From an optimization exercise on the open Yosys and OpenROAD flow, aimed at small area, a short achievable clock period and few clock cycles; shortcuts taken in it are not production practice.
In this exercise RTL edits were held to simulation tests only and were not proved equivalent to the original.
Power and IR drop assume default switching activity.

==> flow/design.v <==
`default_nettype none
package automaton_pkg;
  typedef logic [8-1:0]        ste_vec_t;        
  typedef logic [8-1:0]     symbol_t;
  typedef logic [10-1:0]     wb_adr_t;
  typedef logic [32-1:0]    wb_data_t;        
  typedef logic [$clog2(8)-1:0] ste_idx_t;
  typedef logic [16-1:0] report_count_t;
  typedef enum logic {
    BUS_IDLE,
    BUS_ACK
  } bus_state_t;
endpackage
`default_nettype wire
`default_nettype none
module rd_z1 (
  input  logic [3:0] a,
  output logic       y
);
  assign y = ~|a;
endmodule
module rd_z2 (
  input  logic       a9,
  input  logic [2:0] a,
  output logic       y
);
  assign y = a9 && ~|a;
endmodule
module rd_sel (
  input  logic [1:0] a,
  input  logic       act,
  input  logic       cnt,
  output logic       y
);
  assign y = (a == 2'(10'h201) && act) || (a == 2'(10'h202) && cnt);
endmodule
module rd_sel_cnt (
  input  logic [1:0] a,
  input  logic       cnt,
  output logic       y
);
  assign y = (a == 2'(10'h202)) && cnt;
endmodule
module rd_and3 (
  input  logic [2:0] a,
  output logic       y
);
  assign y = &a;
endmodule
module wb_config_port (
  input  logic                          cyc,
  input  logic                          stb,
  input  logic                          we,
  input  automaton_pkg::wb_adr_t        adr,
  output automaton_pkg::wb_data_t       dat_r,
  output logic                          ack,
  output logic                          cfg_we,
  output logic                          step,
  output logic                          clear,
  input  automaton_pkg::ste_vec_t       active,
  input  automaton_pkg::report_count_t  report_count
);
  logic req;
  logic wr;
  assign req = cyc && stb;
  assign ack = req;
  assign wr  = req && we;
  assign cfg_we = wr && (adr[10-1:7] == '0);
  assign step   = wr && (adr == 10'h200);
  assign clear  = wr && (adr == 10'h203);
  for (genvar b = 0; b < 32; b++) begin : g_rd
    if (b < 16) begin : g_reg
      logic z1;
      logic z2;
      logic t;
      rd_z1 u_z1 (.a (adr[8:5]), .y (z1));
      rd_z2 u_z2 (.a9 (adr[9]), .a (adr[4:2]), .y (z2));
      if (b < 8) begin : g_both
        rd_sel u_t (.a (adr[1:0]), .act (active[b]), .cnt (report_count[b]), .y (t));
      end else begin : g_cnt
        rd_sel_cnt u_t (.a (adr[1:0]), .cnt (report_count[b]), .y (t));
      end
      rd_and3 u_y (.a ({z1, z2, t}), .y (dat_r[b]));
    end else begin : g_zero
      assign dat_r[b] = 1'b0;
    end
  end
endmodule
`default_nettype wire
`default_nettype none
module lk_grp8 (
  input  logic [7:0] c,
  input  logic [7:0] s,
  output logic       y
);
  assign y = |(c & s);
endmodule
module lk_nor2 (
  input  logic [1:0] a,
  output logic       y
);
  assign y = ~|a;
endmodule
module lk_nand2 (
  input  logic [1:0] a,
  output logic       y
);
  assign y = ~&a;
endmodule
module lk_hisel (
  input  logic [7:0] word,
  input  logic [7:0] hi,
  output logic       y
);
  assign y = |(word & hi);
endmodule
module lk_lodec (
  input  logic [4:0]  s,
  output logic [31:0] lo
);
  for (genvar b = 0; b < 32; b++) begin : g_b
    assign lo[b] = (s == 5'(b));
  end
endmodule
module ste_cell #(
  parameter int STE_ID = 0
) (
  input  logic                     clk,
  input  logic                     rst,
  input  logic                     sel,        
  input  logic [9:0]               ofs_oh,     
  input  automaton_pkg::wb_data_t  wdata,      
  input  logic [4:0]               sym_lo,     
  input  logic [7:0]               hi_oh,      
  output logic                     class_bit,
  output automaton_pkg::ste_vec_t  succ,
  output logic                     start,
  output logic                     rep
);
  automaton_pkg::wb_data_t class_q [8];   
  logic [255:0]            class_flat;
  for (genvar k = 0; k < 8; k++) begin : g_word
    always_ff @(posedge clk) begin
      if (rst || (sel && ofs_oh[k])) class_q[k] <= wdata;
    end
    assign class_flat[32*k +: 32] = class_q[k];
  end
  always_ff @(posedge clk) begin
    if (rst || (sel && ofs_oh[4'd8])) succ <= wdata[8-1:0];
    if (rst || (sel && ofs_oh[4'd9])) begin
      start <= wdata[0];
      rep   <= wdata[1];
    end
  end
  logic [31:0] lo_oh;
  logic [31:0] grp;
  logic [15:0] half_n;
  logic [7:0]  word;
  lk_lodec u_dec (.s (sym_lo), .lo (lo_oh));
  for (genvar m = 0; m < 32; m++) begin : g_grp
    lk_grp8 u (.c (class_flat[8*m +: 8]), .s (lo_oh[8*(m%4) +: 8]), .y (grp[m]));
  end
  for (genvar k = 0; k < 8; k++) begin : g_wrd
    lk_nor2  u_lo (.a (grp[4*k +: 2]),     .y (half_n[2*k]));
    lk_nor2  u_hi (.a (grp[4*k + 2 +: 2]), .y (half_n[2*k+1]));
    lk_nand2 u    (.a (half_n[2*k +: 2]),  .y (word[k]));
  end
  lk_hisel u_hi (.word (word), .hi (hi_oh), .y (class_bit));
endmodule
`default_nettype wire
`default_nettype none
module rt_sel8 (
  input  logic [7:0] cls,
  input  logic [7:0] g,
  input  logic       h,
  output logic       y
);
  assign y = |(cls & g) | h;
endmodule
module rt_flag (
  input  logic clk,
  input  logic d,
  output logic q
);
  always_ff @(posedge clk) q <= d;
endmodule
module rt_inc16 (
  input  logic [15:0] a,
  output logic [15:0] y
);
  assign y = a + 16'd1;
endmodule
module activation_router (
  input  logic                          clk,
  input  logic                          rst,
  input  logic                          step,
  input  logic                          clear,
  input  automaton_pkg::ste_vec_t       class_bits,   
  input  logic [8*8-1:0]      succ,         
  input  automaton_pkg::ste_vec_t       start,
  input  automaton_pkg::ste_vec_t       rep,
  output automaton_pkg::ste_vec_t       active,
  output automaton_pkg::report_count_t  report_count,
  output logic                          report
);
  automaton_pkg::report_count_t count_q;
  automaton_pkg::report_count_t inc_q;
  automaton_pkg::report_count_t inc_next;
  automaton_pkg::ste_vec_t      en;
  automaton_pkg::ste_vec_t      hit_g;
  automaton_pkg::ste_vec_t      active_d;
  logic                         report_d;
  logic                         kill;
  logic                         step_ok;
  assign kill    = rst || clear;
  assign step_ok = step && !kill;
  assign en      = (active | start) & {8{step_ok}};
  assign hit_g   = en & rep;
  for (genvar j = 0; j < 8; j++) begin : g_next
    automaton_pkg::ste_vec_t g;   
    for (genvar i = 0; i < 8; i++) begin : g_src
      assign g[i] = en[i] & succ[i*8 + j];
    end
    rt_sel8 u_sel (
      .cls (class_bits),
      .g   (g),
      .h   (!kill && !step && active[j]),
      .y   (active_d[j])
    );
  end
  rt_sel8 u_hit (.cls (class_bits), .g (hit_g), .h (1'b0), .y (report_d));
  rt_inc16 u_inc (.a (inc_q), .y (inc_next));
  logic [1:0] report_sel;
  for (genvar c = 0; c < 2; c++) begin : g_rsel
    rt_flag u (.clk (clk), .d (report_d), .q (report_sel[c]));
  end
  for (genvar k = 0; k < 16; k++) begin : g_rc
    assign report_count[k] = report_sel[k / 8] ? inc_q[k] : count_q[k];
  end
  always_ff @(posedge clk) begin
    active <= active_d;
    report <= report_d;   
    if (kill) begin
      count_q <= '0;
      inc_q   <= 16'd1;
    end else if (report) begin
      count_q <= inc_q;   
      inc_q   <= inc_next;
    end
  end
endmodule
`default_nettype wire
`default_nettype none
module automaton_top (
  input  logic                     clk,
  input  logic                     rst,
  input  logic                     cyc,
  input  logic                     stb,
  input  logic                     we,
  input  automaton_pkg::wb_adr_t   adr,
  input  automaton_pkg::wb_data_t  dat_w,
  output automaton_pkg::wb_data_t  dat_r,
  output logic                     ack,
  output logic                     report
);
  logic                         cfg_we;
  logic                         step;
  logic                         clear;
  automaton_pkg::wb_data_t      wdata;
  logic [7:0]                   hi_oh;
  automaton_pkg::ste_vec_t      class_bits;
  logic [8*8-1:0]     succ;             
  automaton_pkg::ste_vec_t      start;
  automaton_pkg::ste_vec_t      rep;
  automaton_pkg::ste_vec_t      active;
  automaton_pkg::report_count_t report_count;
  wb_config_port port_i (
    .cyc          (cyc),
    .stb          (stb),
    .we           (we),
    .adr          (adr),
    .dat_r        (dat_r),
    .ack          (ack),
    .cfg_we       (cfg_we),
    .step         (step),
    .clear        (clear),
    .active       (active),
    .report_count (report_count)
  );
  assign wdata = rst ? '0 : dat_w;
  logic [8-1:0] ste_sel;
  logic [9:0]        ofs_oh;
  for (genvar g = 0; g < 8; g++) begin : g_ste_sel
    assign ste_sel[g] = cfg_we && (adr[6:4] == 3'(g));
  end
  for (genvar k = 0; k < 10; k++) begin : g_ofs
    assign ofs_oh[k] = (adr[3:0] == 4'(k));
  end
  for (genvar k = 0; k < 8; k++) begin : g_hi
    assign hi_oh[k] = (dat_w[7:5] == 3'(k));
  end
  for (genvar g = 0; g < 8; g++) begin : g_ste
    ste_cell #(
      .STE_ID (g)
    ) cell_i (
      .clk       (clk),
      .rst       (rst),
      .sel       (ste_sel[g]),
      .ofs_oh    (ofs_oh),
      .wdata     (wdata),
      .sym_lo    (dat_w[4:0]),
      .hi_oh     (hi_oh),
      .class_bit (class_bits[g]),
      .succ      (succ[g*8 +: 8]),
      .start     (start[g]),
      .rep       (rep[g])
    );
  end
  activation_router router_i (
    .clk        (clk),
    .rst        (rst),
    .step       (step),
    .clear      (clear),
    .class_bits (class_bits),
    .succ       (succ),
    .start      (start),
    .rep        (rep),
    .active       (active),
    .report_count (report_count),
    .report     (report)
  );
endmodule
`default_nettype wire
==> flow/run.sh <==
#!/bin/bash
# synth_recipe.tcl (not shown) runs the flow's synth.tcl, then flattens the netlist and writes it again
# the make line also repeats each setting of config.mk as NAME=value (left out here)
make -C /OpenROAD-flow-scripts/flow DESIGN_CONFIG=/design/flow/config.mk WORK_HOME=/design/flow/orfs CLKGATE_MAP_FILE= SYNTH_SCRIPT=/design/flow/synth_recipe.tcl finish
==> flow/config.mk <==
export PLATFORM = sky130hd
export DESIGN_NAME = automaton_top
export DESIGN_NICKNAME = automaton_top
export VERILOG_FILES = /design/flow/design.v
export SDC_FILE = /design/flow/constraint.sdc
export NUM_CORES = 4
export LEC_CHECK = 0
export CAP_MARGIN = 20
export CORE_MARGIN = 2
export CORE_UTILIZATION = 40
export SETUP_SLACK_MARGIN = 2.3
export SLEW_MARGIN = 20
export SYNTH_HIERARCHICAL = 1
==> flow/constraint.sdc <==
create_clock -name core_clock -period 5.0 [get_ports {clk}]
set_input_delay 1.0000 -clock core_clock [delete_from_list [all_inputs] [get_ports {clk}]]
set_output_delay 1.0000 -clock core_clock [all_outputs]
set_load 0.01 [all_outputs]
==> out/metrics.json, run 1 <==
{
  "status": {
    "result_of_the_run": "timing/DRC/antenna clean"
  },
  "global_route": {
    "overall_fraction_of_global_route_tracks_in_use_pct": 23.2,
    "grt_pass1_vias": 48089,
    "global_route.overflow_total": 0,
    "pin_count_of_the_biggest_net_entering_global_routing": 86,
    "grt_pass1_wl_um": 347000,
    "antenna_found_initial": 24
  },
  "timing": {
    "maxSlewHeadroom_pct": 24.1,
    "fin_worst_skew_ns": 0.0314,
    "max_freq_mhz": 307,
    "share_of_the_clock_period_used_by_the_worst_path_pct": 65.1,
    "pnr_worst_setup_slack_ns": 1.75,
    "timing.final.hold_violations": 0,
    "grt_setup_unrepaired": "yes",
    "post_route_setup_tns_ns": 0,
    "slew_viol_final": 0,
    "worst_slew_pin_slew_ns": 1.14,
    "period_needed_ns": 3.25,
    "report.final.setup_viol": 0
  },
  "yosys": {
    "postSynth.asyncResetShare_pct": 0,
    "synth_common_cells": "edfxtp_1, a22oi_1, nor2_1",
    "ys.flop_type": "edfxtp_1",
    "post_synth_inst_count": 4609,
    "syn-cell-area_mm2": 0.0813,
    "yosysWarnings": 24,
    "synthDominantCellAreaShare_pct": 78.6,
    "synth_sequential_area_ratio_pct": 79.7,
    "synth.distinct_cells": 55,
    "ys_top_cells_by_area": "edfxtp_1, a22oi_1, nand4_1, nor2_1, dfxtp_1",
    "synth_edf_count": 2128,
    "synthDominantAreaCellType": "edfxtp_1",
    "post_syn_area_per_cell_um2": 17.6,
    "yosys_register_bits": 2171,
    "yosysMostFrequentCell": "edfxtp_1"
  },
  "power": {
    "sw_frac_of_total_pct": 22.3,
    "power_report.internal_total_w": 0.0309,
    "power.ir.vdd_worst_uv": 384,
    "total_switching_power_w": 0.00888,
    "power.share.clock_pct": 38.7,
    "part_of_the_total_power_dissipated_in_combinational_logic_pct": 6.1,
    "power-per-cell-area_mw_per_mm2": 410,
    "seq_power_share_pct": 55.2,
    "leakagePower_nw": 31.9
  },
  "route": {
    "detail_route.drc_violations": 0,
    "detailed_route_via_count": 49291,
    "totalWireLength_um": 245000,
    "drt_pass1_iterations": 6,
    "route.detailed.vias_per_inst": 6.20,
    "detail_route.wl_per_cell_um": 30.8,
    "antenna_violating_nets_post_route": 0,
    "dr.first_iter.drc_count": 7545
  },
  "finish": {
    "final_net_count": 5149,
    "final_core_util_pct": 48.0,
    "syn_to_final_growth_pct": 19.4,
    "drive_gt1_share_pct": 22.2
  },
  "clock_network": {
    "ctsLongestPathBuffers": 3,
    "cts-buffers-inserted": 204,
    "cts.reportedPaths.clkPinSlew_ns": 0.07,
    "ctsHtreeMaxLevel": 4,
    "cts.root.buffer_cell": "clkbuf_16",
    "tritoncts_num_sinks": 2171,
    "cts_tree": "yes",
    "clock_insertion_delay_worst_skew_ns": 0.85,
    "holdBufCountCts": 0
  },
  "critical_path": {
    "worstSetupEndpointType": "flip-flop",
    "worst-path-max-fanout": 8,
    "worstSetupStartpointType": "primary input",
    "worstSetupPathType": "in -> reg",
    "crit_required_ns": 5.72,
    "worst_ep_arrival_time_ns": 3.97
  },
  "job": {
    "max-cap-violations": 0
  },
  "place": {
    "post-place-ws_ns": 0.140,
    "globalplace.congestion": 0.910,
    "post_detailed_placement_half_perimeter_wirelength_um": 131000,
    "place.port_buffers": 64
  },
  "floorplanning": {
    "floorplan.initialDensity_pct": 40.2,
    "io_pins": 81,
    "core_area_mm2": 0.202,
    "row_count": 165,
    "die_w_um": 455,
    "die_y_um": 455,
    "design.die.area_mm2": 0.207
  },
  "hold_path": {
    "hold_class": "reg -> reg"
  }
}
## per-layer routing
layer,wire length [µm],track usage [%]
met3,24400,4.71
met4,10100,9.37
met5,81,0
met2,114000,36.4
met1,96300,31.8
## per-stage QoR
step                      total power, W  instances  hold WS (ns)  instance area (µm²)
after global placement            0.0243       7376         0.469                86600
after floorplan                   0.0232       4624         0.456                82200
after CTS                         0.0398       7932         0.498                96700
after global routing              0.0408       7944         0.528                97000
final                             0.0398       7946         0.500                97000
after detailed placement          0.0243       7376         0.479                86600
## modules after synthesis (local to each module, per instance), a selection
module | area, µm² | cells | flops+latches
activation_router | 2210 | 238 | 41
lk_hisel | 36.3 | 5 | 0
lk_lodec | 221 | 47 | 0
lk_nor2 | 3.75 | 1 | 0
rd_and3 | 6.26 | 1 | 0
rd_sel | 20.0 | 3 | 0
rd_sel_cnt | 8.76 | 1 | 0
rd_z1 | 12.5 | 1 | 0
rt_flag | 20.0 | 1 | 1
## worst paths after layout
path | startpoint | to | slack (ns) | depth (start not counted)
hold reg to reg | router_i.count_q[1] | router_i.count_q[1] | 0.50 | 2
setup reg to reg | g_ste[2].cell_i.class_q[3][5] | router_i.active[5] | 2.33 | 10
setup / recovery | dat_w[1] | router_i.active[2] | 1.75 | 16
hold / removal | router_i.count_q[1] | router_i.count_q[1] | 0.50 | 2
## sequential cells by signal, indices dropped and copies added (netlist names)
name and flops:
g_ste.cell_i.class_q 2048, g_ste.cell_i.rep 8, g_ste.cell_i.start 8, g_ste.cell_i.succ 64, router_i.active 8, router_i.count_q 16, router_i.g_rsel.u.q 2, router_i.inc_q 16
router_i.report 1
## cells in the final DEF (no fill, tap or decap), types with 32 or more instances in the layout
master / synthesis / layout
buf_4: 16 / 136
a21o_4: 0 / 128
buf_12: 0 / 44
nor2_4: 0 / 35
edfxtp_1: 2128 / 2128
clkinv_2: 0 / 42
dfxtp_1: 43 / 39
nand2_1: 85 / 79
clkinv_1: 0 / 49
a22oi_2: 0 / 52
a22oi_1: 1056 / 1004
nor2b_4: 0 / 32
clkbuf_1: 33 / 41
nor2_2: 0 / 134
nand4_1: 265 / 265
clkbuf_16: 0 / 213
nor2_1: 419 / 250
and3_2: 55 / 55
nand3b_1: 32 / 32
## power by group through the flow
stage	Clock [W]	Combinational, W	Sequential (W)
final	0.0154	0.00241	0.0220
after global routing	0.0163	0.00250	0.0221
after CTS	0.0155	0.00235	0.0220
after detailed placement	0	0.00199	0.0223
after global placement	0	0.00196	0.0223
after floorplan	0	0.00102	0.0222
## area by class of cell
type | instances | area [µm²]
Antenna cell | 4 | 10.0
Clock buffer | 251 | 5410
Clock inverter | 124 | 1130
Fill cell | 16678 | 105000
Inverter | 4 | 15.0
Multi-Input combinational cell | 2437 | 19100
Sequential cell | 2171 | 64800
Tap cell | 2672 | 3340
Timing Repair Buffer | 283 | 3260
## cell families (layout without fill, tap and decap cells)
| logic type | count (synthesis) | after routing | synth area share, % |
|---|---|---|---|
| flops | 2171 | 2171 | 79.7 |
| compound gates | 1181 | 1254 | 11.0 |
| simple gates | 1101 | 1104 | 7.81 |
| buf+inv | 92 | 662 | 0.713 |
| mux | 47 | 47 | 0.603 |
| xor+xnor | 14 | 14 | 0.151 |
| other cells | 2 | 21 | 0.00924 |
| fa+ha+maj | 1 | 1 | 0.0154 |
## repair_timing
action,in CTS,in global routing
endpoints found under the setup margin,2342,1685
pin swaps,97,17
buffers inserted,91,5
cloned,90,4
gates resized for setup,520,50
## critical path: stages
cell and delay, ns:
buf_16 0.14, buf_6 0.13, buf_12 0.13, buf_12 0.14, or3b_4 0.29, nor2_2 0.13, a22oi_2 0.18, nand4_1 0.32
nor2_1 0.20, nand2_1 0.12, a22oi_2 0.13, nand4_1 0.21, buf_6 0.21, a22o_1 0.24, a221oi_2 0.27, nand3_1 0.11
Testbench counts, summed over its fixed seeds: cycles 32,648.
==> run 2: changes to the inputs <==
--- a/flow/config.mk
+++ b/flow/config.mk
@@ -10,2 +10,4 @@
 export CORE_UTILIZATION = 40
+export CTS_CLUSTER_DIAMETER = 60
+export CTS_CLUSTER_SIZE = 30
 export SETUP_SLACK_MARGIN = 2.3
==> out/metrics.json, run 2 <==
{
  "clock_network": {
    "cts.root.buffer_cell": "clkbuf_16",
    "cts.reportedPaths.clkPinSlew_ns": 0.08,
    "cts_tree": "yes",
    "ctsHtreeMaxLevel": 4,
    "holdBufCountCts": 0,
    "tritoncts_num_sinks": 2171,
    "cts-buffers-inserted": 133,
    "clock_insertion_delay_worst_skew_ns": 0.82,
    "ctsLongestPathBuffers": 3
  },
  "job": {
    "max-cap-violations": 0
  },
  "route": {
    "detailed_route_via_count": 48109,
    "drt_pass1_iterations": 8,
    "dr.first_iter.drc_count": 6711,
    "totalWireLength_um": 240000,
    "detail_route.wl_per_cell_um": 30.9,
    "detail_route.drc_violations": 0,
    "route.detailed.vias_per_inst": 6.19,
    "antenna_violating_nets_post_route": 0
  },
  "critical_path": {
    "crit_required_ns": 5.66,
    "worstSetupPathType": "in -> reg",
    "worstSetupStartpointType": "primary input",
    "worstSetupEndpointType": "flip-flop",
    "worst_ep_arrival_time_ns": 3.96,
    "worst-path-max-fanout": 10
  },
  "yosys": {
    "synth.distinct_cells": 55,
    "yosys_register_bits": 2171,
    "synth_common_cells": "edfxtp_1, a22oi_1, nor2_1",
    "yosysMostFrequentCell": "edfxtp_1",
    "synth_sequential_area_ratio_pct": 79.7,
    "synth_edf_count": 2128,
    "postSynth.asyncResetShare_pct": 0,
    "yosysWarnings": 24,
    "post_syn_area_per_cell_um2": 17.6,
    "synthDominantCellAreaShare_pct": 78.6,
    "synthDominantAreaCellType": "edfxtp_1",
    "post_synth_inst_count": 4609,
    "syn-cell-area_mm2": 0.0813,
    "ys_top_cells_by_area": "edfxtp_1, a22oi_1, nand4_1, nor2_1, dfxtp_1",
    "ys.flop_type": "edfxtp_1"
  },
  "power": {
    "p_total_w": 0.0366,
    "power.ir.vdd_worst_uv": 351,
    "power-per-cell-area_mw_per_mm2": 386,
    "part_of_the_total_power_dissipated_in_combinational_logic_pct": 6.6,
    "power.share.clock_pct": 33.5,
    "seq_power_share_pct": 59.9,
    "leakagePower_nw": 30.7,
    "total_switching_power_w": 0.00860,
    "sw_frac_of_total_pct": 23.5,
    "power_report.internal_total_w": 0.0280
  },
  "finish": {
    "flip_flop_count_of_the_largest_register_all_copies_and_words_added": 2048,
    "final_core_util_pct": 46.9,
    "mostFrequentLayoutCell": "edfxtp_1",
    "syn_to_final_growth_pct": 16.7,
    "most_used_cells_in_the_layout_excluding_fill_and_tap_cells": "edfxtp_1, a22oi_1, nand4_1, nor2_1, nor2_2",
    "final_net_count": 5042,
    "drive_gt1_share_pct": 21.7,
    "regMostFlops": "g_ste.cell_i.class_q",
    "final_cell_count_no_fill": 7777,
    "biggestRegsByFlops": "g_ste.cell_i.class_q (2048), g_ste.cell_i.succ (64)"
  },
  "timing": {
    "period_needed_ns": 3.30,
    "share_of_the_clock_period_used_by_the_worst_path_pct": 65.9,
    "timing.final.hold_violations": 0,
    "post_route_setup_tns_ns": 0,
    "slew_viol_final": 0,
    "maxSlewHeadroom_pct": 23.7,
    "report.final.setup_viol": 0,
    "grt_setup_unrepaired": "yes",
    "worst_slew_pin_slew_ns": 1.14,
    "fin_worst_skew_ns": 0.0325,
    "max_freq_mhz": 303
  },
  "place": {
    "dpl.cell_count": 7376,
    "post_detailed_placement_half_perimeter_wirelength_um": 131000,
    "place.port_buffers": 64,
    "globalplace.congestion": 0.910
  },
  "global_route": {
    "grt_pass1_vias": 46734,
    "antenna_found_initial": 15,
    "globalRouteMet2Util_pct": 36.1,
    "global_route.overflow_total": 0,
    "overall_fraction_of_global_route_tracks_in_use_pct": 22.5,
    "pin_count_of_the_biggest_net_entering_global_routing": 76,
    "global_route.usage.met1_pct": 31.0,
    "gr-max-usage-layer": "met2",
    "grt_pass1_wl_um": 337000,
    "met3_usage_pct": 4.29
  },
  "floorplanning": {
    "die_y_um": 455,
    "io_pins": 81,
    "die_w_um": 455,
    "row_count": 165,
    "design.die.area_mm2": 0.207,
    "floorplan.initialDensity_pct": 40.2,
    "core_area_mm2": 0.202
  },
  "hold_path": {
    "hold_class": "reg -> reg"
  },
  "status": {
    "result_of_the_run": "timing/DRC/antenna clean"
  }
}
==> run 2: cell counts after synthesis <==
No cell type changed its count.
==> run 2: critical path, cell delays in order <==
cell and delay [ns]:
clkdlybuf4s50_1 0.85, nor3b_2 0.24, buf_4 0.31, a22oi_1 0.22
nand4_1 0.40, buf_6 0.29, a222oi_1 0.46, nand3_1 0.13
==> run 2: final timing paths <==
| kind | startpoint | to | slack, ns | cells after the start |
|---|---|---|---|---|
| setup / recovery | dat_w[7] | router_i.active[7] | 1.70 | 8 |
| hold reg to reg | router_i.count_q[1] | router_i.count_q[1] | 0.50 | 2 |
| setup reg to reg | g_ste[2].cell_i.class_q[4][3] | router_i.active[7] | 2.29 | 9 |
| hold / removal | router_i.count_q[1] | router_i.count_q[1] | 0.50 | 2 |
==> run 2: what timing repair did <==
action / CTS / global route
setup buffers: 75 / 8
pin swaps: 105 / 45
gates resized for setup: 511 / 95
endpoints found under the setup margin: 2360 / 441
cloned: 64 / 8
==> run 2: per-module statistics from Yosys, one instance, submodules excluded, excerpt <==
module | times used | cell area (µm²) | flip-flops and latches | cells
automaton_top | 1 | 557 | 0 | 65
rd_sel | 8 | 20.0 | 0 | 3
rd_z2 | 16 | 15.0 | 0 | 1
rd_z1 | 16 | 12.5 | 0 | 1
rd_and3 | 16 | 6.26 | 0 | 1
lk_nor2 | 128 | 3.75 | 0 | 1
==> run 2: per-layer routing <==
metal / up-vias / wire (µm)
met5: - / 0
met4: 0 / 8500
met3: 464 / 22000
met2: 2625 / 114000
met1: 24805 / 95500
li1: 20215 / -
==> run 2: cell type report <==
| type | instances | area [µm²] |
|---|---|---|
| fillers | 16864 | 107000 |
| clock buffers | 149 | 3490 |
| multi-input cells | 2418 | 19000 |
| repair buffers | 266 | 3090 |
| flip-flops and latches | 2171 | 64800 |
| clock inverters | 94 | 1100 |
| diodes | 3 | 7.51 |
| inverters | 4 | 15.0 |
| well taps | 2672 | 3340 |
==> run 2: cells by family (layout without fill, tap and decap cells) <==
| family | after synthesis | in the layout | share of synthesized area (%) |
|---|---|---|---|
| flip-flops | 2171 | 2171 | 79.7 |
| AO/OA/AOI/OAI | 1181 | 1235 | 11.0 |
| AND/OR/NAND/NOR | 1101 | 1104 | 7.81 |
| buffers and inverters | 92 | 513 | 0.713 |
| multiplexers | 47 | 47 | 0.603 |
| XOR/XNOR | 14 | 14 | 0.151 |
| other | 2 | 20 | 0.00924 |
| adder cells (fa/ha/maj) | 1 | 1 | 0.0154 |
==> run 2: power by group through the flow <==
| stage | logic (W) | clock network [W] | registers, W |
|---|---|---|---|
| floorplan | 0.00102 | 0 | 0.0222 |
| global placement | 0.00196 | 0 | 0.0223 |
| detailed placement | 0.00199 | 0 | 0.0223 |
| CTS | 0.00231 | 0.0124 | 0.0219 |
| global route | 0.00250 | 0.0130 | 0.0221 |
| finish | 0.00240 | 0.0123 | 0.0219 |
==> run 2: metrics by stage <==
stage	cell area (µm²)	hold slack, ns	worst slack [ns]
final	94900	0.502	1.70
after global routing	94900	0.529	1.76
after CTS	94300	0.504	1.86
after detailed placement	86600	0.479	0.140
after global placement	86600	0.469	0.207
after floorplan	82200	0.456	1.47
==> run 3: changes to the inputs <==
--- a/flow/design.v
+++ b/flow/design.v
@@ -28,22 +28,37 @@
 endmodule
-module rd_sel (
+module rd_sa (
   input  logic [1:0] a,
-  input  logic       act,
-  input  logic       cnt,
   output logic       y
 );
-  assign y = (a == 2'(10'h201) && act) || (a == 2'(10'h202) && cnt);
+  assign y = (a == 2'(10'h201));
 endmodule
-module rd_sel_cnt (
+module rd_sc (
   input  logic [1:0] a,
-  input  logic       cnt,
   output logic       y
 );
-  assign y = (a == 2'(10'h202)) && cnt;
+  assign y = (a == 2'(10'h202));
 endmodule
-module rd_and3 (
-  input  logic [2:0] a,
-  output logic       y
+module rd_t (
+  input  logic sa,
+  input  logic act,
+  input  logic sc,
+  input  logic cnt,
+  output logic y_n
+);
+  assign y_n = ~((sa & act) | (sc & cnt));
+endmodule
+module rd_t_cnt (
+  input  logic sc,
+  input  logic cnt,
+  output logic y_n
+);
+  assign y_n = ~(sc & cnt);
+endmodule
+module rd_and3b (
+  input  logic a_n,
+  input  logic b,
+  input  logic c,
+  output logic y
 );
-  assign y = &a;
+  assign y = ~a_n & b & c;
 endmodule
@@ -70,2 +85,8 @@
   assign clear  = wr && (adr == 10'h203);
+  logic [3:0] sel_act;
+  logic [3:0] sel_cnt;
+  for (genvar c = 0; c < 4; c++) begin : g_sel
+    rd_sa u_sa (.a (adr[1:0]), .y (sel_act[c]));
+    rd_sc u_sc (.a (adr[1:0]), .y (sel_cnt[c]));
+  end
   for (genvar b = 0; b < 32; b++) begin : g_rd
@@ -74,3 +95,3 @@
       logic z2;
-      logic t;
+      logic t_n;
       rd_z1 u_z1 (.a (adr[8:5]), .y (z1));
@@ -78,7 +99,7 @@
       if (b < 8) begin : g_both
-        rd_sel u_t (.a (adr[1:0]), .act (active[b]), .cnt (report_count[b]), .y (t));
+        rd_t u_t (.sa (sel_act[b / 4]), .act (active[b]), .sc (sel_cnt[b / 4]), .cnt (report_count[b]), .y_n (t_n));
       end else begin : g_cnt
-        rd_sel_cnt u_t (.a (adr[1:0]), .cnt (report_count[b]), .y (t));
+        rd_t_cnt u_t (.sc (sel_cnt[b / 4]), .cnt (report_count[b]), .y_n (t_n));
       end
-      rd_and3 u_y (.a ({z1, z2, t}), .y (dat_r[b]));
+      rd_and3b u_y (.a_n (t_n), .b (z1), .c (z2), .y (dat_r[b]));
     end else begin : g_zero
@@ -116,8 +137,41 @@
 endmodule
+module lk_nand2p (
+  input  logic a,
+  input  logic b,
+  output logic y
+);
+  assign y = ~(a & b);
+endmodule
+module lk_nand3p (
+  input  logic a,
+  input  logic b,
+  input  logic c,
+  output logic y
+);
+  assign y = ~(a & b & c);
+endmodule
 module lk_lodec (
   input  logic [4:0]  s,
+  input  logic [4:0]  s_n,
   output logic [31:0] lo
 );
+  logic [3:0] pa_n;   
+  logic [7:0] pb_n;   
+  for (genvar a = 0; a < 4; a++) begin : g_pa
+    lk_nand2p u (
+      .a (a[1] ? s[1] : s_n[1]),
+      .b (a[0] ? s[0] : s_n[0]),
+      .y (pa_n[a])
+    );
+  end
+  for (genvar v = 0; v < 8; v++) begin : g_pb
+    lk_nand3p u (
+      .a (v[2] ? s[4] : s_n[4]),
+      .b (v[1] ? s[3] : s_n[3]),
+      .c (v[0] ? s[2] : s_n[2]),
+      .y (pb_n[v])
+    );
+  end
   for (genvar b = 0; b < 32; b++) begin : g_b
-    assign lo[b] = (s == 5'(b));
+    lk_nor2 u (.a ({pa_n[b % 4], pb_n[b / 4]}), .y (lo[b]));
   end
@@ -133,2 +187,3 @@
   input  logic [4:0]               sym_lo,     
+  input  logic [4:0]               sym_lo_n,   
   input  logic [7:0]               hi_oh,      
@@ -158,3 +213,3 @@
   logic [7:0]  word;
-  lk_lodec u_dec (.s (sym_lo), .lo (lo_oh));
+  lk_lodec u_dec (.s (sym_lo), .s_n (sym_lo_n), .lo (lo_oh));
   for (genvar m = 0; m < 32; m++) begin : g_grp
@@ -311,2 +366,3 @@
       .sym_lo    (dat_w[4:0]),
+      .sym_lo_n  (~dat_w[4:0]),
       .hi_oh     (hi_oh),
==> out/metrics.json, run 3 <==
{
  "yosys": {
    "post_syn_area_per_cell_um2": 17.7,
    "ys.flop_type": "edfxtp_1",
    "synth_sequential_area_ratio_pct": 80.0,
    "syn-cell-area_mm2": 0.0809,
    "synthDominantAreaCellType": "edfxtp_1",
    "synthDominantCellAreaShare_pct": 79.0,
    "postSynth.asyncResetShare_pct": 0,
    "yosysWarnings": 24,
    "ys_top_cells_by_area": "edfxtp_1, a22oi_1, nand4_1, nor2_1, dfxtp_1",
    "synth_common_cells": "edfxtp_1, a22oi_1, nor2_1",
    "synth.distinct_cells": 52,
    "synth_edf_count": 2128,
    "yosysMostFrequentCell": "edfxtp_1",
    "yosys_register_bits": 2171,
    "post_synth_inst_count": 4580
  },
  "timing": {
    "period_needed_ns": 3.20,
    "post_route_setup_tns_ns": 0,
    "maxSlewHeadroom_pct": 22.3,
    "worst_slew_pin_slew_ns": 1.16,
    "report.final.setup_viol": 0,
    "grt_setup_unrepaired": "yes",
    "share_of_the_clock_period_used_by_the_worst_path_pct": 64.0,
    "pnr_worst_setup_slack_ns": 1.80,
    "timing.final.hold_violations": 0,
    "slew_viol_final": 0,
    "max_freq_mhz": 312,
    "fin_worst_skew_ns": 0.0487
  },
  "critical_path": {
    "cpMaxStageDelayCell": "nor4b_4",
    "worstSetupPathType": "in -> out",
    "cp_top_family": "simple AND/OR/NAND/NOR gates",
    "worstSetupEndpointType": "output pin",
    "worstSetupStartpointType": "primary input",
    "critical_path.cell_chain": "buf_6, buf_12, nor4b_4, buf_4, and3b_2, buf_6",
    "cpPeakStageDelay_ns": 0.35,
    "worst_ep_arrival_time_ns": 2.20,
    "worst-path-max-fanout": 5,
    "reg2reg_setup_slack_ns": 2.44,
    "crit_required_ns": 4.00,
    "crit_buf_inv": 4,
    "cpMostUsedCell": "buf_6"
  },
  "floorplanning": {
    "die_w_um": 454,
    "core_area_mm2": 0.202,
    "io_pins": 81,
    "row_count": 165,
    "design.die.area_mm2": 0.206,
    "die_y_um": 454,
    "floorplan.initialDensity_pct": 40.1
  },
  "place": {
    "post_detailed_placement_half_perimeter_wirelength_um": 138000,
    "globalplace.congestion": 0.902,
    "place.port_buffers": 64,
    "post-place-ws_ns": -0.276
  },
  "route": {
    "totalWireLength_um": 253000,
    "detail_route.wl_per_cell_um": 32.0,
    "antenna_violating_nets_post_route": 0,
    "drt_pass1_iterations": 8,
    "route.detailed.vias_per_inst": 6.24,
    "detail_route.drc_violations": 0,
    "detailed_route_via_count": 49378,
    "dr.first_iter.drc_count": 6843
  },
  "clock_network": {
    "cts.reportedPaths.clkPinSlew_ns": 0.09,
    "ctsHtreeMaxLevel": 4,
    "cts_tree": "yes",
    "tritoncts_num_sinks": 2171,
    "cts.root.buffer_cell": "clkbuf_16",
    "cts-buffers-inserted": 140,
    "holdBufCountCts": 0,
    "ctsLongestPathBuffers": 3,
    "clock_insertion_delay_worst_skew_ns": 0.86
  },
  "finish": {
    "regMostFlops": "g_ste.cell_i.class_q",
    "biggestRegsByFlops": "g_ste.cell_i.class_q (2048), g_ste.cell_i.succ (64)",
    "most_used_cells_in_the_layout_excluding_fill_and_tap_cells": "edfxtp_1, a22oi_1, nand4_1, buf_4, nor2_2",
    "final_net_count": 5165,
    "syn_to_final_growth_pct": 20.9,
    "flip_flop_count_of_the_largest_register_all_copies_and_words_added": 2048,
    "mostFrequentLayoutCell": "edfxtp_1",
    "drive_gt1_share_pct": 26.8
  },
  "global_route": {
    "grt_pass1_wl_um": 341000,
    "global_route.overflow_total": 0,
    "overall_fraction_of_global_route_tracks_in_use_pct": 23.1,
    "grt_pass1_vias": 46891,
    "antenna_found_initial": 11,
    "pin_count_of_the_biggest_net_entering_global_routing": 65
  },
  "status": {
    "result_of_the_run": "timing/DRC/antenna clean"
  },
  "power": {
    "leakagePower_nw": 31.9,
    "power-per-cell-area_mw_per_mm2": 388,
    "power.ir.vdd_worst_uv": 302,
    "p_total_w": 0.0379
  },
  "job": {
    "max-cap-violations": 0
  },
  "hold_path": {
    "hold_class": "reg -> reg"
  }
}
## run 3: what timing repair did
item                        CTS  global route
gates cloned                 35            48
resized for setup           721           294
pin swaps                   109           164
setup endpoints to repair  2189          1287
setup buffers                48            51
## run 3: per-stage QoR
stage	hold WS (ns)	util, %	instances	instance area (µm²)
detailed placement	0.483	43.1	7464	86900
CTS	0.506	47.3	7803	95300
finish	0.503	48.5	7912	97800
global route	0.547	48.5	7907	97800
global placement	0.469	43.0	7461	86800
floorplan	0.456	-	4595	81400
## run 3: per-layer routing
metal | vias up | routed length [µm] | track usage (%)
met5 | - | 0 | 0
met4 | 0 | 14600 | 11.3
met3 | 581 | 23700 | 3.91
met2 | 2960 | 121000 | 37.6
met1 | 25354 | 93900 | 30.0
li1 | 20483 | - | -
## run 3: report_power, final
group / internal (W) / leakage (nW) / switching, W
Combinational: 0.000730 / 8.56 / 0.00195
Clock: 0.00623 / 2.53 / 0.00708
Sequential: 0.0215 / 20.9 / 0.000420
## run 3: logic make-up after synthesis
| logic type | Yosys count | share of synthesized area (%) |
|---|---|---|
| DFF | 2171 | 80.0 |
| AOI/OAI and AO/OA | 1181 | 11.1 |
| and+or+nand+nor | 1091 | 7.45 |
| buffers and inverters | 73 | 0.628 |
| muxes | 47 | 0.606 |
| xor gates and xnor gates | 14 | 0.152 |
| other | 2 | 0.00928 |
| adders and majority gates | 1 | 0.0155 |
## run 3: final cells by class
class                           count  area [µm²]
Fill cell                       16393      104000
Sequential cell                  2171       64800
Multi-Input combinational cell   2410       19900
Timing Repair Buffer              385        4410
Clock buffer                      144        3520
Tap cell                         2672        3340
Clock inverter                    112        1770
Inverter                            9         111
Antenna cell                        9        22.5
## run 3: per-module statistics from Yosys, one instance, submodules excluded, excerpt
module             cell area, µm²  flip-flops and latches  copies in the design
activation_router            2210                      41                     1
automaton_top                 576                       0                     1
lk_grp8                      36.3                       0                   256
lk_nand2                     3.75                       0                    64
rd_and3b                     8.76                       0                    16
rd_sa                        13.8                       0                     2
rd_sc                        13.8                       0                     4
rd_t                         12.5                       0                     8
rd_z1                        12.5                       0                    16
rd_z2                        15.0                       0                    16
rt_flag                      20.0                       1                     2
rt_inc16                      319                       0                     1
wb_config_port                199                       0                     1
## run 3: worst reg2reg max path, cell delays in order (launching register included)
cell and delay, ns:
edfxtp_1 0.39, a22oi_2 0.21, nand4_1 0.29, nor2_1 0.16, nand2_1 0.12, a22oi_2 0.20
nand4_1 0.20, buf_6 0.20, buf_6 0.12, a22o_1 0.22, a221oi_2 0.20, nand3_1 0.12
## run 3: worst paths after layout
kind | start | end | cells after the start
worst max-delay path | adr[4] | dat_r[15] | 6
worst min register to register | router_i.count_q[7] | router_i.count_q[7] | 2
worst max register to register | g_ste[3].cell_i.class_q[2][27] | router_i.active[6] | 11
worst min-delay path | router_i.count_q[7] | router_i.count_q[7] | 2
Testbench counts of run 3, summed over its fixed seeds: cycles 32,648.
==> run 4: changes to the inputs <==
--- a/flow/config.mk
+++ b/flow/config.mk
@@ -12,3 +12,3 @@
 export CTS_CLUSTER_SIZE = 30
-export SETUP_SLACK_MARGIN = 2.3
+export SETUP_SLACK_MARGIN = 2.0
 export SLEW_MARGIN = 20
==> out/metrics.json, run 4 <==
{
  "clock_network": {
    "clock_insertion_delay_worst_skew_ns": 0.80,
    "ctsHtreeMaxLevel": 4,
    "cts-buffers-inserted": 131,
    "cts.reportedPaths.clkPinSlew_ns": 0.08,
    "tritoncts_num_sinks": 2171,
    "ctsLongestPathBuffers": 3,
    "cts_tree": "yes",
    "holdBufCountCts": 0,
    "cts.root.buffer_cell": "clkbuf_16"
  },
  "critical_path": {
    "worstSetupPathType": "reg -> out",
    "worst-path-max-fanout": 8,
    "r2r.worst_path.cells": 11,
    "reg2reg_setup_slack_ns": 2.48,
    "worst_r2r_startpoint": "g_ste[6].cell_i.class_q[4][10]",
    "worstSetupEndpointType": "output pin",
    "worst_ep_arrival_time_ns": 2.19,
    "reg2reg_to": "router_i.report",
    "crit_required_ns": 4.00,
    "worstSetupStartpointType": "flip-flop"
  },
  "floorplanning": {
    "die_w_um": 454,
    "design.die.area_mm2": 0.206,
    "core_area_mm2": 0.202,
    "io_pins": 81,
    "row_count": 165,
    "die_y_um": 454,
    "floorplan.initialDensity_pct": 40.1
  },
  "route": {
    "detailed_route_via_count": 47285,
    "antenna_violating_nets_post_route": 0,
    "detail_route.wl_per_cell_um": 29.7,
    "totalWireLength_um": 230000,
    "detail_route.drc_violations": 0,
    "dr.first_iter.drc_count": 6227,
    "drt_pass1_iterations": 8,
    "route.detailed.vias_per_inst": 6.12
  },
  "global_route": {
    "overall_fraction_of_global_route_tracks_in_use_pct": 21.3,
    "global_route.overflow_total": 0,
    "pin_count_of_the_biggest_net_entering_global_routing": 73,
    "antenna_found_initial": 7,
    "grt_pass1_vias": 44963,
    "grt_pass1_wl_um": 319000
  },
  "place": {
    "post_detailed_placement_half_perimeter_wirelength_um": 130000,
    "place.port_buffers": 64,
    "globalplace.congestion": 0.904
  },
  "finish": {
    "fill_cells": 16798,
    "regMostFlops": "g_ste.cell_i.class_q",
    "most_used_cells_in_the_layout_excluding_fill_and_tap_cells": "edfxtp_1, a22oi_1, nand4_1, nor2_1, nor2_2",
    "drive_gt1_share_pct": 21.7,
    "biggestRegsByFlops": "g_ste.cell_i.class_q (2048), g_ste.cell_i.succ (64)",
    "final_net_count": 4988,
    "mostFrequentLayoutCell": "edfxtp_1",
    "syn_to_final_growth_pct": 16.4,
    "flip_flop_count_of_the_largest_register_all_copies_and_words_added": 2048
  },
  "yosys": {
    "post_syn_area_per_cell_um2": 17.7,
    "yosysWarnings": 24,
    "synth_sequential_area_ratio_pct": 80.0,
    "ys.flop_type": "edfxtp_1",
    "synth-compound-area-share_pct": 11.1,
    "yosys_register_bits": 2171,
    "combinational_family_with_the_most_area_after_synthesis": "compound AO/OA/AOI/OAI gates",
    "synth_common_cells": "edfxtp_1, a22oi_1, nor2_1",
    "synthDominantCellAreaShare_pct": 79.0,
    "yosysMostFrequentCell": "edfxtp_1",
    "synthSimpleGateAreaFrac_pct": 7.45,
    "post_synth_inst_count": 4580,
    "synth-xor-area-share_pct": 0.152,
    "postSynth.asyncResetShare_pct": 0,
    "synth_adder_area_share_pct": 0.0155,
    "ys_top_cells_by_area": "edfxtp_1, a22oi_1, nand4_1, nor2_1, dfxtp_1",
    "synthDominantAreaCellType": "edfxtp_1",
    "synth.distinct_cells": 52,
    "syn-cell-area_mm2": 0.0809,
    "synth_edf_count": 2128,
    "multiplexer_fraction_of_the_synthesized_cell_area_pct": 0.606
  },
  "timing": {
    "worst_slew_pin_slew_ns": 1.19,
    "post_route_setup_tns_ns": 0,
    "max_freq_mhz": 314,
    "fin_worst_skew_ns": 0.0337,
    "finalHoldWorstSlack_ns": 0.497,
    "maxSlewHeadroom_pct": 20.5,
    "report.final.setup_viol": 0,
    "share_of_the_clock_period_used_by_the_worst_path_pct": 63.7,
    "timing.final.hold_violations": 0,
    "grt_setup_unrepaired": "yes",
    "period_needed_ns": 3.19,
    "slew_viol_final": 0
  },
  "power": {
    "power.share.clock_pct": 33.0,
    "leakagePower_nw": 30.5,
    "seq_power_share_pct": 60.4,
    "part_of_the_total_power_dissipated_in_combinational_logic_pct": 6.5,
    "total_switching_power_w": 0.00864,
    "power_report.internal_total_w": 0.0277,
    "sw_frac_of_total_pct": 23.8,
    "power.ir.vdd_worst_uv": 374,
    "power-per-cell-area_mw_per_mm2": 386
  },
  "hold_path": {
    "min_from": "router_i.count_q[10]",
    "hold_class": "reg -> reg",
    "hold-path-endpoint": "router_i.count_q[10]",
    "worstHoldPathCells": 2
  },
  "status": {
    "result_of_the_run": "timing/DRC/antenna clean"
  },
  "job": {
    "max-cap-violations": 0
  }
}
run 4: routing by layer:
metal | track usage [%] | routed length, µm | vias to the layer above | share of wire, %
li1 | - | - | 20003 | -
met1 | 29.4 | 92500 | 24320 | 40
met2 | 34.1 | 108000 | 2553 | 47
met3 | 4.05 | 21400 | 407 | 9.3
met4 | 6.74 | 7440 | 2 | 3.2
met5 | 0 | 16 | - | 0.0070
run 4: worst max-delay path by stage:
stage	slack, ns	from	to	depth (start not counted)
6_report	1.81	router_i.g_rsel[0].u.q	dat_r[1]	4
5_1_grt	1.78	router_i.g_rsel[0].u.q	dat_r[1]	4
3_5_place_dp	-0.06	dat_w[0]	router_i.report	15
2_1_floorplan	1.47	rst	g_ste[0].cell_i.class_q[0][2]	2
3_3_place_gp	-0.06	dat_w[0]	router_i.report	15
4_1_cts	1.78	router_i.g_rsel[0].u.q	dat_r[1]	4
run 4: power by group through the flow:
stage	clock (W)	sequential (W)	combinational, W
finish	0.0120	0.0220	0.00238
global route	0.0128	0.0221	0.00248
CTS	0.0122	0.0219	0.00213
detailed placement	0	0.0223	0.00201
global placement	0	0.0223	0.00199
floorplan	0	0.0222	0.000964
run 4: stage by stage:
| step | util, % | std cells | cell area [µm²] | setup WS [ns] | power, W |
|---|---|---|---|---|---|
| floorplan | - | 4595 | 81100 | 1.47 | 0.0232 |
| global placement | 42.9 | 7430 | 86500 | -0.0648 | 0.0243 |
| detailed placement | 42.9 | 7431 | 86500 | -0.0571 | 0.0244 |
| CTS | 45.7 | 7690 | 92200 | 1.78 | 0.0362 |
| global route | 46.7 | 7719 | 94200 | 1.78 | 0.0373 |
| finish | 46.7 | 7728 | 94200 | 1.81 | 0.0363 |
run 4: final cells by class:
| class | count | area, µm² | share of cell area (%) |
|---|---|---|---|
| diodes | 9 | 22.5 | 0.0239 |
| clock buffers | 140 | 3420 | 3.63 |
| clock inverters | 100 | 1140 | 1.21 |
| inverters | 9 | 67.6 | 0.0717 |
| multi-input cells | 2351 | 18100 | 19.2 |
| flip-flops and latches | 2171 | 64800 | 68.8 |
| well taps | 2672 | 3340 | 3.55 |
| repair buffers | 276 | 3380 | 3.59 |
run 4: kinds of logic (layout without fill, tap and decap cells):
kind of cell             count (synthesis)  after routing
AO/OA/AOI/OAI                         1181           1181
XOR/XNOR                                14             14
adder cells (fa/ha/maj)                  1              1
buffers and inverters                   73            525
flip-flops                            2171           2171
multiplexers                            47             47
other                                    2             26
AND/OR/NAND/NOR                       1091           1091
run 4: Yosys stat by module, one instance, submodules excluded, excerpt:
module     flops+latches  cells inside  copies in the design  cell area, µm²
rd_sc                  0             1                     4            13.8
rt_sel8                0             5                     9            43.8
rt_inc16               0            41                     1             319
lk_nand3p              0             1                    64            5.00
rd_z1                  0             1                    16            12.5
rd_sa                  0             1                     2            13.8
lk_nand2               0             1                    64            3.75
lk_nand2p              0             1                    32            3.75
lk_grp8                0             5                   256            36.3
run 4: critical path: stages, from the launching register on:
cell	delay (ns)
dfxtp_4	0.46
mux2_4	0.33
a22oi_2	0.20
and3b_2	0.27
buf_6	0.12
run 4: repair_timing:
action                                  4_1_cts  5_1_grt
pin swaps                                    23       98
setup buffers                                 8       15
cloned                                       11       12
resized for setup                           366      361
endpoints found under the setup margin     1661      545
endpoints found under the hold margin         0        0
==> run 5: changes to the inputs <==
--- a/flow/design.v
+++ b/flow/design.v
@@ -15,4 +15,4 @@
 `default_nettype none
-module rd_z1 (
-  input  logic [3:0] a,
+module rd_nor2 (
+  input  logic [1:0] a,
   output logic       y
@@ -21,8 +21,21 @@
 endmodule
-module rd_z2 (
-  input  logic       a9,
-  input  logic [2:0] a,
+module rd_nor2b (
+  input  logic a9,
+  input  logic a2,
+  output logic y
+);
+  assign y = a9 & ~a2;
+endmodule
+module rd_nand2 (
+  input  logic [1:0] a,
   output logic       y
 );
-  assign y = a9 && ~|a;
+  assign y = ~&a;
+endmodule
+module rd_nor3 (
+  input  logic [1:0] m_n,
+  input  logic       t_n,
+  output logic       y
+);
+  assign y = ~(|m_n | t_n);
 endmodule
@@ -56,10 +69,2 @@
 endmodule
-module rd_and3b (
-  input  logic a_n,
-  input  logic b,
-  input  logic c,
-  output logic y
-);
-  assign y = ~a_n & b & c;
-endmodule
 module wb_config_port (
@@ -93,7 +98,11 @@
     if (b < 16) begin : g_reg
-      logic z1;
-      logic z2;
-      logic t_n;
-      rd_z1 u_z1 (.a (adr[8:5]), .y (z1));
-      rd_z2 u_z2 (.a9 (adr[9]), .a (adr[4:2]), .y (z2));
+      logic [3:0] n;     
+      logic [1:0] m_n;
+      logic       t_n;
+      rd_nor2  u_n0 (.a (adr[8:7]), .y (n[0]));
+      rd_nor2  u_n1 (.a (adr[6:5]), .y (n[1]));
+      rd_nor2  u_n2 (.a (adr[4:3]), .y (n[2]));
+      rd_nor2b u_n3 (.a9 (adr[9]), .a2 (adr[2]), .y (n[3]));
+      rd_nand2 u_m0 (.a (n[1:0]), .y (m_n[0]));
+      rd_nand2 u_m1 (.a (n[3:2]), .y (m_n[1]));
       if (b < 8) begin : g_both
@@ -103,3 +112,3 @@
       end
-      rd_and3b u_y (.a_n (t_n), .b (z1), .c (z2), .y (dat_r[b]));
+      rd_nor3 u_y (.m_n (m_n), .t_n (t_n), .y (dat_r[b]));
     end else begin : g_zero
==> out/metrics.json, run 5 <==
{
  "status": {
    "result_of_the_run": "timing/DRC/antenna clean"
  },
  "finish": {
    "regMostFlops": "g_ste.cell_i.class_q",
    "flip_flop_count_of_the_largest_register_all_copies_and_words_added": 2048,
    "biggestRegsByFlops": "g_ste.cell_i.class_q (2048), g_ste.cell_i.succ (64)",
    "multi_input_area_mm2": 0.0185,
    "most_used_cells_in_the_layout_excluding_fill_and_tap_cells": "edfxtp_1, a22oi_1, nand4_1, nor2_1, nor2_2",
    "drive_gt1_share_pct": 23.6,
    "fill_cells": 16748,
    "final_net_count": 5086,
    "stdcell_area_mm2": 0.0949,
    "ff_latch_area_mm2": 0.0648,
    "mostFrequentLayoutCell": "edfxtp_1",
    "syn_to_final_growth_pct": 17.1
  },
  "critical_path": {
    "crit_required_ns": 5.66,
    "worstSetupEndpointType": "flip-flop",
    "crit_buf_inv": 5,
    "critical_path.cell_chain": "buf_16, inv_16, buf_4, nand3_4, nor2_4, a22oi_2, nand4_1, nor2_2, nand2_1, a22oi_2, nand4_1, buf_6, a222oi_1, buf_4, nand3_2",
    "cp_top_family": "simple AND/OR/NAND/NOR gates",
    "reg2reg_setup_slack_ns": 2.07,
    "worst-path-max-fanout": 8,
    "worstSetupStartpointType": "primary input",
    "cpMaxStageDelayCell": "nand4_1",
    "worstSetupPathType": "in -> reg",
    "cpPeakStageDelay_ns": 0.42,
    "worst_ep_arrival_time_ns": 4.01
  },
  "route": {
    "antenna_violating_nets_post_route": 0,
    "dr.first_iter.drc_count": 6226,
    "totalWireLength_um": 226000,
    "detail_route.wl_per_cell_um": 28.9,
    "detailed_route_via_count": 47212,
    "route.detailed.vias_per_inst": 6.03,
    "drt_pass1_iterations": 7,
    "detail_route.drc_violations": 0
  },
  "timing": {
    "grt_setup_unrepaired": "yes",
    "maxSlewHeadroom_pct": 22.8,
    "max_freq_mhz": 299,
    "worst_slew_pin_slew_ns": 1.16,
    "report.final.setup_viol": 0,
    "share_of_the_clock_period_used_by_the_worst_path_pct": 67.0,
    "fin_worst_skew_ns": 0.0378,
    "timing.final.hold_violations": 0,
    "slew_viol_final": 0,
    "period_needed_ns": 3.35
  },
  "global_route": {
    "grt_pass1_vias": 45964,
    "antenna_found_initial": 19,
    "pin_count_of_the_biggest_net_entering_global_routing": 73,
    "global_route.overflow_total": 0,
    "grt_pass1_wl_um": 325000,
    "overall_fraction_of_global_route_tracks_in_use_pct": 21.6
  },
  "clock_network": {
    "ctsLongestPathBuffers": 3,
    "ctsHtreeMaxLevel": 4,
    "cts_tree": "yes",
    "tritoncts_num_sinks": 2171,
    "cts-buffers-inserted": 133,
    "clock_insertion_delay_worst_skew_ns": 0.81,
    "cts.root.buffer_cell": "clkbuf_16",
    "cts.reportedPaths.clkPinSlew_ns": 0.08
  },
  "yosys": {
    "ys.flop_type": "edfxtp_1",
    "synthDominantCellAreaShare_pct": 78.9,
    "ys_top_cells_by_area": "edfxtp_1, a22oi_1, nor2_1, nand4_1, dfxtp_1",
    "yosys_register_bits": 2171,
    "post_synth_inst_count": 4644,
    "synth_edf_count": 2128,
    "yosysMostFrequentCell": "edfxtp_1",
    "yosysWarnings": 24,
    "synth_sequential_area_ratio_pct": 79.9,
    "syn-cell-area_mm2": 0.0810,
    "synth_common_cells": "edfxtp_1, a22oi_1, nor2_1",
    "synth.distinct_cells": 53,
    "post_syn_area_per_cell_um2": 17.4,
    "synthDominantAreaCellType": "edfxtp_1",
    "postSynth.asyncResetShare_pct": 0
  },
  "place": {
    "detailed_place.area_mm2": 0.0867,
    "globalplace.congestion": 0.861,
    "place.port_buffers": 64,
    "post_detailed_placement_half_perimeter_wirelength_um": 132000
  },
  "power": {
    "leakagePower_nw": 30.7,
    "p_total_w": 0.0368,
    "power-per-cell-area_mw_per_mm2": 388,
    "power.ir.vdd_worst_uv": 344
  },
  "hold_path": {
    "hold_class": "reg -> reg"
  },
  "floorplanning": {
    "io_pins": 81,
    "design.die.area_mm2": 0.206,
    "die_y_um": 454,
    "core_area_mm2": 0.202,
    "row_count": 165,
    "die_w_um": 454,
    "floorplan.initialDensity_pct": 40.2
  },
  "job": {
    "max-cap-violations": 0
  }
}
run 5: worst register-to-register path: cells and delay by family (launching register included):
family,cells,cell delay (ns)
buffers and inverters,2,0.50
AOI/OAI and AO/OA,3,0.81
DFF,1,0.39
and+or+nand+nor,5,1.08
run 5: metrics by stage:
stage | utilization, % | cells | hold WS, ns | TNS [ns] | worst slack, ns
floorplan | - | 4659 | 0.456 | 0 | 1.47
global placement | 43.0 | 7527 | 0.468 | -4.35 | -0.496
detailed placement | 43.0 | 7527 | 0.480 | -4.17 | -0.499
CTS | 46.7 | 7808 | 0.504 | 0 | 1.83
global route | 47.0 | 7816 | 0.533 | 0 | 1.66
finish | 47.0 | 7825 | 0.499 | 0 | 1.65
run 5: final cells by class:
| cell class | instances | area share [%] |
|---|---|---|
| Multi-Input combinational cell | 2415 | 19.5 |
| Tap cell | 2672 | 3.52 |
| Clock inverter | 92 | 1.33 |
| Inverter | 9 | 0.0765 |
| Timing Repair Buffer | 308 | 3.53 |
| Sequential cell | 2171 | 68.3 |
| Clock buffer | 147 | 3.70 |
| Antenna cell | 11 | 0.0290 |
run 5: path summary, 6_finish.rpt:
kind / from / to / cells past startpoint
max: dat_w[2] / router_i.report / 15
min: router_i.count_q[10] / router_i.count_q[10] / 2
max reg2reg: g_ste[2].cell_i.class_q[0][21] / router_i.report / 10
min reg2reg: router_i.count_q[10] / router_i.count_q[10] / 2
run 5: cell families after synthesis:
family / synth area share (%)
compound gates: 11.1
mux: 0.605
other cells: 0.00927
simple gates: 7.56
fa+ha+maj: 0.0154
flops: 79.9
buf+inv: 0.627
xor+xnor: 0.151
run 5: what timing repair did:
item                                    CTS  global route
resized for setup                       669           136
cloned                                   13             1
endpoints found under the hold margin     0             0
buffers inserted                         29             3
hold buffers                              0             0
pin swaps                               109            54
setup endpoints to repair              1483           265
run 5: power by group:
group / switching, W / internal (W)
registers: 0.000410 / 0.0215
clock network: 0.00643 / 0.00607
logic: 0.00174 / 0.000617
total: 0.00858 / 0.0282
run 5: routing by layer:
| layer | share of wire [%] | global-route usage [%] |
|---|---|---|
| met1 | 40 | 29.8 |
| met2 | 47 | 34.2 |
| met3 | 9.4 | 4.19 |
| met4 | 3.7 | 8.08 |
| met5 | 0.0093 | 0 |
run 5: Yosys stat by module, one instance, submodules excluded, a selection:
module	area (µm²)	times used	cells
rd_nand2	3.75	32	1
rd_t_cnt	3.75	8	1
rd_t	12.5	8	1
rt_inc16	319	1	41
lk_nand2p	3.75	32	1
lk_nand3p	5.00	64	1
activation_router	2210	1	238
rd_sc	13.8	4	1
wb_config_port	199	1	26
rd_nor2	3.75	48	1
rd_nor3	10.0	16	1
automaton_top	576	1	70
rd_nor2b	13.8	16	1
Testbench counts of run 5, summed over its fixed seeds: cycles 32,648.
==> run 6: changes to the inputs <==
--- a/flow/design.v
+++ b/flow/design.v
@@ -139,2 +139,17 @@
 endmodule
+module lk_a22oi (
+  input  logic a1,
+  input  logic a2,
+  input  logic b1,
+  input  logic b2,
+  output logic y
+);
+  assign y = ~((a1 & a2) | (b1 & b2));
+endmodule
+module lk_nand4 (
+  input  logic [3:0] a,
+  output logic       y
+);
+  assign y = ~&a;
+endmodule
 module lk_hisel (
@@ -142,5 +157,11 @@
   input  logic [7:0] hi,
-  output logic       y
+  output logic [1:0] y
 );
-  assign y = |(word & hi);
+  logic [3:0] p_n;
+  for (genvar m = 0; m < 4; m++) begin : g_p
+    lk_a22oi u (.a1 (word[2*m]), .a2 (hi[2*m]), .b1 (word[2*m+1]), .b2 (hi[2*m+1]), .y (p_n[m]));
+  end
+  for (genvar c = 0; c < 2; c++) begin : g_y
+    lk_nand4 u (.a (p_n), .y (y[c]));
+  end
 endmodule
@@ -198,3 +219,3 @@
   input  logic [7:0]               hi_oh,      
-  output logic                     class_bit,
+  output logic [1:0]               class_bit,   
   output automaton_pkg::ste_vec_t  succ,
@@ -235,2 +256,27 @@
 `default_nettype none
+module rt_a22oi (
+  input  logic a1,
+  input  logic a2,
+  input  logic b1,
+  input  logic b2,
+  output logic y
+);
+  assign y = ~((a1 & a2) | (b1 & b2));
+endmodule
+module rt_a221oi (
+  input  logic a1,
+  input  logic a2,
+  input  logic b1,
+  input  logic b2,
+  input  logic c1,
+  output logic y
+);
+  assign y = ~((a1 & a2) | (b1 & b2) | c1);
+endmodule
+module rt_nand4 (
+  input  logic [3:0] a,
+  output logic       y
+);
+  assign y = ~&a;
+endmodule
 module rt_sel8 (
@@ -241,3 +287,8 @@
 );
-  assign y = |(cls & g) | h;
+  logic [3:0] p_n;
+  for (genvar m = 0; m < 3; m++) begin : g_p
+    rt_a22oi u (.a1 (cls[2*m]), .a2 (g[2*m]), .b1 (cls[2*m+1]), .b2 (g[2*m+1]), .y (p_n[m]));
+  end
+  rt_a221oi u_p3 (.a1 (cls[6]), .a2 (g[6]), .b1 (cls[7]), .b2 (g[7]), .c1 (h), .y (p_n[3]));
+  rt_nand4 u_y (.a (p_n), .y (y));
 endmodule
@@ -261,3 +312,4 @@
   input  logic                          clear,
-  input  automaton_pkg::ste_vec_t       class_bits,   
+  input  automaton_pkg::ste_vec_t       class_bits_a,   
+  input  automaton_pkg::ste_vec_t       class_bits_b,   
   input  logic [8*8-1:0]      succ,         
@@ -288,3 +340,3 @@
     rt_sel8 u_sel (
-      .cls (class_bits),
+      .cls (j < 8 / 2 ? class_bits_a : class_bits_b),
       .g   (g),
@@ -294,3 +346,3 @@
   end
-  rt_sel8 u_hit (.cls (class_bits), .g (hit_g), .h (1'b0), .y (report_d));
+  rt_sel8 u_hit (.cls (class_bits_b), .g (hit_g), .h (1'b0), .y (report_d));
   rt_inc16 u_inc (.a (inc_q), .y (inc_next));
@@ -334,3 +386,4 @@
   logic [7:0]                   hi_oh;
-  automaton_pkg::ste_vec_t      class_bits;
+    automaton_pkg::ste_vec_t      class_bits_a;
+  automaton_pkg::ste_vec_t      class_bits_b;
   logic [8*8-1:0]     succ;             
@@ -377,3 +430,3 @@
       .hi_oh     (hi_oh),
-      .class_bit (class_bits[g]),
+      .class_bit ({class_bits_b[g], class_bits_a[g]}),
       .succ      (succ[g*8 +: 8]),
@@ -388,3 +441,4 @@
     .clear      (clear),
-    .class_bits (class_bits),
+    .class_bits_a (class_bits_a),
+    .class_bits_b (class_bits_b),
     .succ       (succ),
==> out/metrics.json, run 6 <==
{
  "yosys": {
    "synth.distinct_cells": 50,
    "ys.flop_type": "edfxtp_1",
    "synthDominantCellAreaShare_pct": 78.5,
    "synth_edf_count": 2128,
    "synthDominantAreaCellType": "edfxtp_1",
    "post_syn_area_per_cell_um2": 17.5,
    "yosys_register_bits": 2171,
    "syn-cell-area_mm2": 0.0814,
    "yosysWarnings": 24,
    "yosysMostFrequentCell": "edfxtp_1"
  },
  "critical_path": {
    "worst_ep_arrival_time_ns": 2.02,
    "worstSetupPathType": "reg -> out",
    "worstSetupEndpointType": "output pin",
    "cpPeakStageDelay_ns": 0.45,
    "cpMaxStageDelayCell": "dfxtp_4",
    "crit_required_ns": 4.00,
    "worst-path-max-fanout": 8
  },
  "power": {
    "leakagePower_nw": 30.7,
    "power.share.clock_pct": 34.3,
    "sw_frac_of_total_pct": 23.9,
    "total_switching_power_w": 0.00885,
    "power.ir.vdd_worst_uv": 300,
    "power-per-cell-area_mw_per_mm2": 391,
    "part_of_the_total_power_dissipated_in_combinational_logic_pct": 6.4
  },
  "finish": {
    "most_used_cells_in_the_layout_excluding_fill_and_tap_cells": "edfxtp_1, a22oi_1, nand4_1, nor2_1, nor2_2",
    "drive_gt1_share_pct": 23.2,
    "fill_cells": 16787,
    "final_core_util_pct": 46.8,
    "biggestRegsByFlops": "g_ste.cell_i.class_q (2048), g_ste.cell_i.succ (64)",
    "final_net_count": 5096,
    "ff_latch_area_mm2": 0.0648,
    "regMostFlops": "g_ste.cell_i.class_q",
    "syn_to_final_growth_pct": 16.4,
    "mostFrequentLayoutCell": "edfxtp_1"
  },
  "timing": {
    "period_needed_ns": 3.02,
    "pnr_worst_setup_slack_ns": 1.98,
    "slew_viol_final": 0,
    "fin_worst_skew_ns": 0.0307,
    "worst_slew_pin_slew_ns": 1.15,
    "timing.final.hold_violations": 0,
    "maxSlewHeadroom_pct": 23.4,
    "post_route_setup_tns_ns": 0
  },
  "floorplanning": {
    "row_count": 165,
    "design.die.area_mm2": 0.207,
    "floorplan.initialDensity_pct": 40.3,
    "core_area_mm2": 0.202
  },
  "global_route": {
    "grt_pass1_vias": 46482,
    "grt_pass1_wl_um": 326000,
    "overall_fraction_of_global_route_tracks_in_use_pct": 21.7
  },
  "route": {
    "met2WireLength_um": 112000,
    "detailed_route_via_count": 47185,
    "drt_pass1_iterations": 6,
    "wirelength_met1_um": 89700,
    "antenna_violating_nets_post_route": 0,
    "detail_route.wl_per_cell_um": 29.3,
    "met3_length_um": 18400,
    "dr.first_iter.drc_count": 5786,
    "detail_route.drc_violations": 0
  },
  "clock_network": {
    "holdBufCountCts": 0,
    "ctsHtreeMaxLevel": 4,
    "tritoncts_num_sinks": 2171,
    "cts.root.buffer_cell": "clkbuf_16",
    "cts-buffers-inserted": 138,
    "cts_tree": "yes",
    "cts.reportedPaths.clkPinSlew_ns": 0.08
  },
  "place": {
    "post-place-ws_ns": 0.196,
    "place.port_buffers": 64,
    "post_detailed_placement_half_perimeter_wirelength_um": 137000
  },
  "job": {
    "max-cap-violations": 0
  },
  "hold_path": {
    "hold_class": "reg -> reg"
  },
  "status": {
    "result_of_the_run": "timing/DRC/antenna clean"
  }
}
==> run 6: cell count changes after synthesis <==
cell,previous run,this run
a22oi_1,1056,1024
a22o_1,9,0
a22oi_2,8,67
nand3_1,77,68
a21oi_1,9,0
nand4_1,264,281
a222oi_1,9,0
==> run 6: logic make-up (layout without fill, tap and decap cells) <==
family                     after synthesis  count (layout)  share of synthesized area (%)
DFF                                   2171            2171                           79.6
AOI/OAI and AO/OA                     1181            1181                           11.4
and+or+nand+nor                       1163            1163                           7.60
buffers and inverters                   73             567                          0.624
muxes                                   47              47                          0.603
xor gates and xnor gates                14              14                          0.151
other                                    2              24                        0.00923
adders and majority gates                1               1                         0.0154
==> run 6: worst max-delay path, delay by kind of cell, from the launching register on <==
kind / cells / cell delay, ns
compound gates: 1 / 0.21
buf+inv: 1 / 0.14
simple gates: 1 / 0.08
flops: 1 / 0.45
mux: 1 / 0.33
==> run 6: power by group through the flow <==
stage	registers, W	clock network (W)	logic [W]
detailed placement	0.0223	0	0.00217
global placement	0.0223	0	0.00213
finish	0.0219	0.0127	0.00238
global route	0.0221	0.0135	0.00250
floorplan	0.0222	0	0.00103
CTS	0.0219	0.0129	0.00227
==> run 6: per-stage QoR <==
step	hold WS, ns	cell area (µm²)	std cells	power, W
2_1_floorplan	0.456	81600	4667	0.0232
3_3_place_gp	0.468	87400	7550	0.0245
3_5_place_dp	0.484	87400	7550	0.0245
4_1_cts	0.504	93400	7817	0.0371
5_1_grt	0.529	94700	7836	0.0381
6_report	0.497	94700	7840	0.0370
==> run 6: layout make-up <==
cell class	count	share of cell area, %
antenna	7	0.0185
clock buffer	154	3.85
clock inverter	99	1.38
inverter	9	0.0661
multi-input combinational	2423	19.3
sequential	2171	68.4
tap	2672	3.53
timing repair buffer	304	3.42
timing repair inverter	1	0.00925
==> run 6: layer usage <==
| metal | vias to the layer above | track usage, % |
|---|---|---|
| li1 | 20228 | - |
| met1 | 24318 | 28.6 |
| met2 | 2197 | 35.7 |
| met3 | 436 | 3.63 |
| met4 | 6 | 8.93 |
| met5 | - | 0 |
==> run 6: worst paths after layout <==
| kind | start | end | depth (start not counted) | slack, ns |
|---|---|---|---|---|
| setup / recovery | router_i.g_rsel[0].u.q | dat_r[0] | 4 | 1.98 |
| hold reg to reg | router_i.count_q[8] | router_i.count_q[8] | 2 | 0.50 |
| setup reg to reg | g_ste[7].cell_i.class_q[0][27] | router_i.active[5] | 9 | 2.64 |
| hold / removal | router_i.count_q[8] | router_i.count_q[8] | 2 | 0.50 |
==> run 6: Yosys stat by module, one instance, submodules excluded, a selection <==
module | copies in the design | flops+latches | cell area [µm²] | cells
activation_router | 1 | 41 | 2210 | 238
automaton_top | 1 | 0 | 576 | 70
rt_inc16 | 1 | 0 | 319 | 41
wb_config_port | 1 | 0 | 199 | 26
lk_grp8 | 256 | 0 | 36.3 | 5
rd_nor2b | 16 | 0 | 13.8 | 1
rt_a22oi | 27 | 0 | 12.5 | 1
lk_a22oi | 32 | 0 | 12.5 | 1
rd_nor3 | 16 | 0 | 10.0 | 1
lk_nand4 | 16 | 0 | 6.26 | 1
rd_nor2 | 48 | 0 | 3.75 | 1
==> run 6: repair_timing <==
action,4_1_cts,5_1_grt
endpoints found under the hold margin,0,0
pin swaps,29,71
resized for setup,398,257
setup buffers,10,12
gates cloned,4,2
setup endpoints to repair,1420,588
Testbench counts of run 6, summed over its fixed seeds: cycles 32,648.
